Source: an optimization exercise on an open RTL-to-GDS flow (aim: small area, a short achievable clock period and few clock cycles per item). Production flows keep margins and buffers that such runs may drop.
For this run, only the layout was checked, not whether the RTL still works.
Power and IR drop assume default switching activity.

<file path="flow/config.mk">
export PLATFORM = sky130hd
export DESIGN_NAME = rx_data_handler
export DESIGN_NICKNAME = rx_data_handler
export VERILOG_FILES = /design/flow/design.v
export SDC_FILE = /design/flow/constraint.sdc
export NUM_CORES = 4
export LEC_CHECK = 0
export CAP_MARGIN = 20
export CORE_MARGIN = 2
export CORE_UTILIZATION = 40
export PLACE_DENSITY = 0.6
export SETUP_SLACK_MARGIN = 4.0
export SLEW_MARGIN = 20
</file>
<file path="flow/constraint.sdc">
create_clock -name core_clock -period 8.0 [get_ports {clk_i}]
set_input_delay 1.6000 -clock core_clock [delete_from_list [all_inputs] [get_ports {clk_i}]]
set_output_delay 1.6000 -clock core_clock [all_outputs]
set_load 0.01 [all_outputs]
</file>
<file path="flow/design.v">
`default_nettype none
package rx_phy_pkg;
  localparam logic [7:0] sym_stp = 8'hFB;
  localparam logic [7:0] sym_sdp = 8'h5C;
  localparam logic [7:0] sym_end = 8'hFD;
  localparam logic [7:0] sym_edb = 8'hFE;
endpackage
`default_nettype wire
`timescale 1ns/1ns
`default_nettype none
module rx_symbol_decode (
  input  logic [31:0] data_i,
  input  logic [3:0]  data_k_i,
  output logic [35:0] word_o
);
  always_comb begin
    for (int i = 0; i < 4; i++) begin
      logic [7:0] v;
      logic       s, t, g, f;
      v = data_i[8*i +: 8];
      t = (v == rx_phy_pkg::sym_stp);
      s = t || (v == rx_phy_pkg::sym_sdp);
      g = (v == rx_phy_pkg::sym_end);
      f = s || g || (v == rx_phy_pkg::sym_edb);
      word_o[9*i +: 9] = data_k_i[i] ? {1'b1, v[7:4], t, g, f, s} : {1'b0, v};
    end
  end
endmodule
`default_nettype wire
`timescale 1ns/1ns
`default_nettype none
module rx_data_handler (
  input  logic                  clk_i,
  input  logic                  rst_i,
  input  logic                  phy_link_up_i,
  input  logic                  phy_fifo_empty_i,
  output logic                  phy_fifo_rd_en_o,
  input  logic                  data_valid_i,
  input  logic [31:0]           data_i,
  input  logic [3:0]            data_k_i,
  output logic [31:0]           m_axis_tdata_o,
  output logic [3:0]            m_axis_tkeep_o,
  output logic                  m_axis_tvalid_o,
  output logic                  m_axis_tlast_o,
  output logic [1:0]            m_axis_tuser_o,
  input  logic                  m_axis_tready_i
);
  logic [35:0] word_in;
  rx_symbol_decode i_decode (
    .data_i   (data_i),
    .data_k_i (data_k_i),
    .word_o   (word_in)
  );
  logic [35:0] w0_q, w1_q;
  logic        w0v_q, w1v_q;
  logic        rd_q;
  logic [3:0]  m_q;
  logic        drop_q;
  logic        open_q;
  logic        tlp_q;
  logic [4:0]  hc_q;
  logic [3:0][7:0] acc_q;
  logic [31:0] od_q;
  logic [3:1]  ok_q;
  logic        ol_q;
  logic [1:0]  ou_q;
  logic        ov_q;
  logic            open_n, tlp_n;
  logic [4:0]      hc_n;
  logic [3:0][3:0] tgt;
  logic [3:0]      w_e, w_n;
  logic            emit;
  logic            cut;
  logic [3:0]      rem_m;
  logic [3:1]      e_keep;
  logic            e_last, e_nul, e_tlp;
  logic            quirk;
  always_comb begin
    logic       k, act, is_d, is_f, is_s, em_a, em_b, pay, clash, stop, go;
    logic [7:0] v;
    logic [3:0] lane;
    open_n = open_q;
    tlp_n  = tlp_q;
    hc_n   = hc_q;
    tgt    = '0;
    w_e    = '0;
    w_n    = '0;
    emit   = 1'b0;
    stop   = 1'b0;
    cut    = 1'b0;
    rem_m  = 4'b1111;
    e_keep = 3'b111;
    e_last = 1'b0;
    e_nul  = 1'b0;
    e_tlp  = tlp_q;
    for (int i = 0; i < 4; i++) begin
      k     = w0_q[9*i+8];
      v     = w0_q[9*i +: 8];
      act   = m_q[i] && !stop;
      is_d  = act && !k;
      is_f  = act && k && v[1];
      is_s  = act && k && v[0];
      pay   = is_d && open_n;
      em_a  = pay && hc_n[4];
      em_b  = is_f && open_n && !hc_n[0];
      lane  = em_a ? 4'b0001 : hc_n[3:0];
      clash = pay && emit && ((w_e & lane) != 4'b0000);
      if (((em_a || em_b) && emit && !drop_q) || clash) begin
        stop  = 1'b1;
        cut   = 1'b1;
        rem_m = m_q & (4'b1111 << i);
      end
      go = act && !stop;
      if (go && em_a) begin
        e_keep = 3'b111;
        e_last = 1'b0;
        e_nul  = 1'b0;
        e_tlp  = tlp_n;
      end
      if (go && em_b && !emit) begin
        e_keep = {hc_n[4], hc_n[4] | hc_n[3], hc_n[4] | hc_n[3] | hc_n[2]};
        e_last = 1'b1;
        e_nul  = !v[2];
        e_tlp  = tlp_n;
      end
      if (go && pay) begin
        tgt[i] = lane;
        if (emit || em_a) w_n = w_n | lane;
        else              w_e = w_e | lane;
        hc_n = {lane, 1'b0};
      end
      if (go && (em_a || em_b)) emit = 1'b1;
      if (go && is_f) begin
        open_n = 1'b0;
        hc_n   = 5'b00001;
      end
      if (go && is_s) begin
        open_n = 1'b1;
        tlp_n  = v[3];
        hc_n   = 5'b00001;
      end
    end
  end
  assign quirk = (m_q == 4'b1111) && open_q && hc_q[4] &&
                 !w0_q[8] && w0_q[17] && w0_q[9] && !w0_q[26] && w0_q[35] && w0_q[28];
  logic [3:0][7:0] sel, e_b;
  always_comb begin
    for (int j = 0; j < 4; j++) begin
      sel[j] = '0;
      for (int i = 0; i < 4; i++) begin
        sel[j] = sel[j] | ({8{tgt[i][j]}} & w0_q[9*i +: 8]);
      end
      e_b[j] = w_e[j] ? sel[j] : acc_q[j];
    end
  end
  logic fire, cons, pop, free0;
  logic [1:0] tot;
  assign pop   = ov_q && m_axis_tready_i;
  assign fire  = w0v_q && (!emit || !ov_q || m_axis_tready_i);
  assign cons  = fire && !cut;
  assign free0 = !w0v_q || cons;
  function automatic logic splits(input logic [3:0][1:0] cls, input logic is_open,
                                  input logic [4:0] h0);
    logic op, e1, res;
    logic [3:0] we;
    logic [4:0] h;
    op  = is_open;
    h   = h0;
    e1  = 1'b0;
    we  = '0;
    res = 1'b0;
    for (int i = 0; i < 4; i++) begin
      if (cls[i] == 2'd0 && op) begin
        if (h[4]) begin
          res = res || e1;
          e1  = 1'b1;
          h   = 5'b00010;
        end else begin
          res = res || (e1 && ((we & h[3:0]) != 4'd0));
          if (!e1) we = we | h[3:0];
          h = {h[3:0], 1'b0};
        end
      end else if (cls[i] == 2'd1 || cls[i] == 2'd2) begin
        if (op && !h[0]) begin
          res = res || e1;
          e1  = 1'b1;
        end
        op = (cls[i] == 2'd1);
        h  = 5'b00001;
      end
    end
    splits = res;
  endfunction
  logic [3:0][1:0] hcls;
  logic [5:0]      split_at;
  logic            may_cut, pred;
  always_comb begin
    for (int i = 0; i < 4; i++) begin
      hcls[i] = !w0_q[9*i+8] ? 2'd0 : w0_q[9*i] ? 2'd1 : w0_q[9*i+1] ? 2'd2 : 2'd3;
    end
    split_at[5] = splits(hcls, 1'b0, 5'b00001);
    for (int h = 0; h < 5; h++) split_at[h] = splits(hcls, 1'b1, 5'(1 << h));
  end
  assign may_cut = (m_q == 4'b1111) &&
                   (open_q ? ((split_at[4:0] & hc_q) != 5'd0) : split_at[5]);
  assign pred = w0v_q && !may_cut && (!ov_q || m_axis_tready_i);
  assign tot = {1'b0, w0v_q} + {1'b0, w1v_q} + {1'b0, rd_q};
  assign phy_fifo_rd_en_o = !rst_i && phy_link_up_i && !phy_fifo_empty_i &&
                            (tot[1] == 1'b0 || (tot == 2'd2 && pred));
  always_ff @(posedge clk_i) begin
    if (rst_i) begin
      w0v_q  <= 1'b0;
      w1v_q  <= 1'b0;
      rd_q   <= 1'b0;
      m_q    <= 4'b1111;
      drop_q <= 1'b0;
      open_q <= 1'b0;
      hc_q   <= 5'b00001;
      ov_q   <= 1'b0;
    end else begin
      rd_q <= phy_fifo_rd_en_o;
      if (free0) begin
        w0v_q <= w1v_q || data_valid_i;
        w1v_q <= w1v_q && data_valid_i;
      end else if (data_valid_i) begin
        w1v_q <= 1'b1;
      end
      if (fire) begin
        open_q <= open_n;
        hc_q   <= hc_n;
        m_q    <= cut ? rem_m : 4'b1111;
        drop_q <= cut && quirk;
      end
      ov_q <= (fire && emit) || (ov_q && !m_axis_tready_i);
    end
  end
  always_ff @(posedge clk_i) begin
    if (free0) begin
      w0_q <= w1v_q ? w1_q : word_in;
    end
    if (data_valid_i) begin
      w1_q <= word_in;
    end
    if (fire) begin
      tlp_q <= tlp_n;
    end
    for (int j = 0; j < 4; j++) begin
      if (fire && (w_e[j] || w_n[j])) acc_q[j] <= sel[j];
    end
    if (fire && emit) begin
      od_q <= e_b;
      ok_q <= e_keep;
      ol_q <= e_last;
      ou_q <= {e_nul && e_last, e_tlp};
    end
  end
  assign m_axis_tvalid_o = ov_q;
  assign m_axis_tdata_o  = od_q;
  assign m_axis_tkeep_o  = {ok_q, 1'b1};
  assign m_axis_tlast_o  = ol_q;
  assign m_axis_tuser_o  = ou_q;
endmodule
`default_nettype wire
</file>
<file path="flow/run.sh">
#!/bin/bash
# synth_recipe.tcl (not shown) runs the flow's synth.tcl, then flattens the netlist and writes it again
# the make line also repeats each setting of config.mk as NAME=value (left out here)
make -C /OpenROAD-flow-scripts/flow DESIGN_CONFIG=/design/flow/config.mk WORK_HOME=/design/flow/orfs CLKGATE_MAP_FILE= SYNTH_SCRIPT=/design/flow/synth_recipe.tcl finish
</file>
==> results.py <==
metrics = {
    "critical_path": {
        "path_delay_family": "compound AO/OA/AOI/OAI gates",
        "slowest_stage": "o32ai_1",
        "reg2reg_from": "w0_q[8]",
        "r2r_slack_ns": 2.75,
        "startpoint": "w0_q[8]",
        "critPathKind": "flop to flop",
        "cpMostUsedCell": "buf_6",
        "startpoint_type": "flop",
        "reg2reg_depth": 21,
        "critPathMaxFanout": 14,
        "crit_path_max_incr_delay_ns": 0.80,
        "cp-end-kind": "flop",
        "path_depth": 21,
        "cp-endpoint": "acc_q[12]",
        "r2r_end": "acc_q[12]",
        "critical_path_required_ns": 8.15,
        "path_buf_inv": 10,
        "crit_chain": "buf_4, buf_6, buf_6, buf_6, buf_6, buf_6, buf_6, o211ai_1, buf_4, nand2_1, o32ai_1, and4_1, o31a_1, buf_4, o31ai_4, o32ai_4, o2bb2ai_4, or4_4, nor4b_1, nor2_2, buf_4",
        "worstPathArrival_ns": 5.40,
    },
    "synthesis": {
        "yosys_warnings": 2,
        "synth.area.top_cells": "edfxtp_1 (46%), mux2_2 (7.6%), dfxtp_1 (3.2%)",
        "synth_most_common_cell": "edfxtp_1",
        "async_flop_share_pct": 0,
        "syn_nets": 890,
        "syn_avg_cell_area_um2": 11.1,
        "synth_top_area_cell": "edfxtp_1",
        "syn_inst": 839,
        "ys_types": 101,
        "ys.flop_type": "edfxtp_1",
        "synthTopCellsByCount": "edfxtp_1 (143), nand2_1 (71), mux2_2 (63)",
        "synth_area_um2": 9340,
        "synth_top_area_share_pct": 46.0,
        "yosysSeqAreaShare_pct": 49.2,
        "synth_edf_count": 143,
        "yosys_register_bits": 158,
    },
    "timing": {
        "max_freq_mhz": 191,
        "min_period_ns": 5.25,
        "worst_slack_ns": 2.75,
        "fin_crit_sh_pct": 65.6,
        "finalSetupTns_ns": 0,
        "fin_worst_skew_ns": 0.0133,
        "slew_headroom_pct": 38.4,
        "rsz0062_at_grt": "true",
        "worst_pin_slew_ns": 0.920,
        "hold_viol": 0,
        "setup_viol": 0,
        "drv_slew": 0,
    },
    "status": {
        "status": "complete, no violations",
    },
    "power": {
        "powerDensity_nw_per_um2": 210,
        "p_leak_uw": 0.00487,
        "ir_drop_uv": 157,
    },
    "floorplan": {
        "die_x_um": 157,
        "die_h_um": 157,
        "start_util_pct": 41.0,
        "num_io_pins": 83,
        "core.rowCount": 55,
        "core_area_um2": 22800,
        "die_area_um2": 24600,
    },
    "route": {
        "wl_mm": 32.4,
        "drt_iter0_drc": 1377,
        "drc": 0,
        "drtPass1Iterations": 10,
        "drt-vias-per-instance": 6.33,
        "vias": 8664,
        "wl_per_cell_um": 23.6,
        "ant_nets": 0,
    },
    "placed_design": {
        "routabilityCongestion": 0.944,
        "dp_hpwl_mm": 19.1,
        "place_ws_ns": 2.41,
        "portBuffers": 81,
    },
    "cts": {
        "clockBufferDepth": 2,
        "clk_pin_slew_ns": 0.07,
        "cts_buffers": 17,
        "cts_max_level": 4,
        "worstSkewPairLatency_ns": 0.43,
        "cts-root-buf": "clkbuf_16",
        "cts_tree": "yes",
        "clock_sinks": 158,
    },
    "hold_path": {
        "min_path_type": "flop to flop",
    },
    "global_route": {
        "antenna_found_initial": 0,
        "grt_max_degree": 41,
        "grt_first_pass_wirelength_mm": 46.2,
        "track_usage_pct": 24.6,
        "grt_pass1_vias": 7909,
        "globalRouteOverflowTotal": 0,
    },
    "layout": {
        "num-fill-cells": 1776,
        "layout.nets": 1093,
        "area_growth_pct": 43.5,
        "drive_gt1_share_pct": 37.8,
    },
    "flow_run": {
        "maxCapViolCount": 0,
    },
}
==> sequential cells by signal (all words and copies together) (netlist names), 2 cells and up <==
signal,count
acc_q,32
hc_q,5
m_q,4
od_q,32
ok_q,3
ou_q,2
w0_q,36
w1_q,36
==> logic make-up after synthesis <==
kind of cell,share of synthesized area (%)
buf+inv,3.75
flops,49.2
compound gates,21.5
fa+ha+maj,1.39
mux,9.71
other cells,0.0401
simple gates,14.4
==> how the worst min path moves through the flow <==
stage	start	end	slack (ns)	cells after the start
after floorplan	m_q[3]	m_q[3]	0.47	2
after global placement	acc_q[11]	od_q[11]	0.53	1
after detailed placement	m_q[2]	m_q[2]	0.53	2
after CTS	m_q[2]	m_q[2]	0.54	2
after global routing	acc_q[11]	od_q[11]	0.56	1
final	acc_q[11]	od_q[11]	0.54	1
==> layer usage <==
metal	share of wire, %	wire (um)	vias to the layer above	GRT usage (%)
li1	-	-	3743	-
met1	40	13000	4131	33.7
met2	45	14500	607	37.5
met3	9.6	3110	183	4.74
met4	5.6	1800	0	12.0
met5	0	0	-	0
==> metrics by stage <==
step / hold slack, ns / utilization (%) / cells / total power, uW / area (um^2)
2_1_floorplan: 0.467 / - / 839 / 1500 / 9420
3_3_place_gp: 0.525 / 45.9 / 1201 / 1700 / 10400
3_5_place_dp: 0.530 / 45.9 / 1201 / 1690 / 10400
4_1_cts: 0.541 / 55.3 / 1328 / 2670 / 12600
5_1_grt: 0.561 / 58.9 / 1368 / 2910 / 13400
6_report: 0.537 / 58.9 / 1369 / 2810 / 13400
==> where the power goes <==
| group | internal (uW) | switching, uW |
|---|---|---|
| clock network | 407 | 360 |
| registers | 1000 | 60.1 |
| logic | 435 | 553 |
| total | 1840 | 973 |
==> cells in the final DEF (no fill, tap or decap), drive strengths merged, types with 12 or more instances in the layout <==
master           n
and2            12
nand3           23
a21oi           30
buf            141
nand2b          15
nand2           71
clkdlybuf4s50   79
and3            12
nor2            60
dfxtp           15
o21ai           69
inv             43
o211ai          12
a222oi          24
edfxtp         143
nor3            22
mux2            72
clkbuf          18
==> area by class of cell <==
class	count	area, um^2	share of cell area (%)
multi-input cells	609	5550	41.4
flip-flops and latches	158	4600	34.3
inverters	35	134	0.998
repair buffers	221	2180	16.3
clock buffers	17	425	3.17
well taps	313	392	2.92
clock inverters	15	126	0.942
diodes	1	2.50	0.0187
==> timing repair <==
| item | 4_1_cts | 5_1_grt |
|---|---|---|
| gates cloned | 4 | 1 |
| endpoints found under the setup margin | 190 | 192 |
| buffers inserted | 91 | 38 |
| pin swaps | 43 | 37 |
| hold buffers | 0 | 0 |
| resized for setup | 169 | 97 |

-- what the ideal ports hide --
No port has a modelled driver above. Below, the same layout with a new extraction and two added sets of constraints.
Step 1 (the two cells are an assumption about what drives the block):
set clk [get_ports {clk_i}]
set_driving_cell -lib_cell sky130_fd_sc_hd__clkbuf_16 $clk
set_driving_cell -lib_cell sky130_fd_sc_hd__buf_2 [delete_from_list [all_inputs] $clk]
Step 2 moves the port delays by t, midway between the first and last clock arrival at a register: inputs arrive t later, outputs are due t later. That takes back most of the time a late clock gives input paths.
a / b / c = no drivers / after step 1 / after step 2; a / b = the first two.
t (ns): 0.475
setup slack, ns: 2.751 / 2.751 / 2.751
hold WS [ns]: 0.537 / 0.537 / 0.537
worst setup path at the end: register to register
clock arrival spread, ns: 0.014 / 0.014
After both steps setup and hold are still met in this run. For this run, drivers alone change the setup slack by 0.000 ns; drivers and shift together by 0.000 ns.
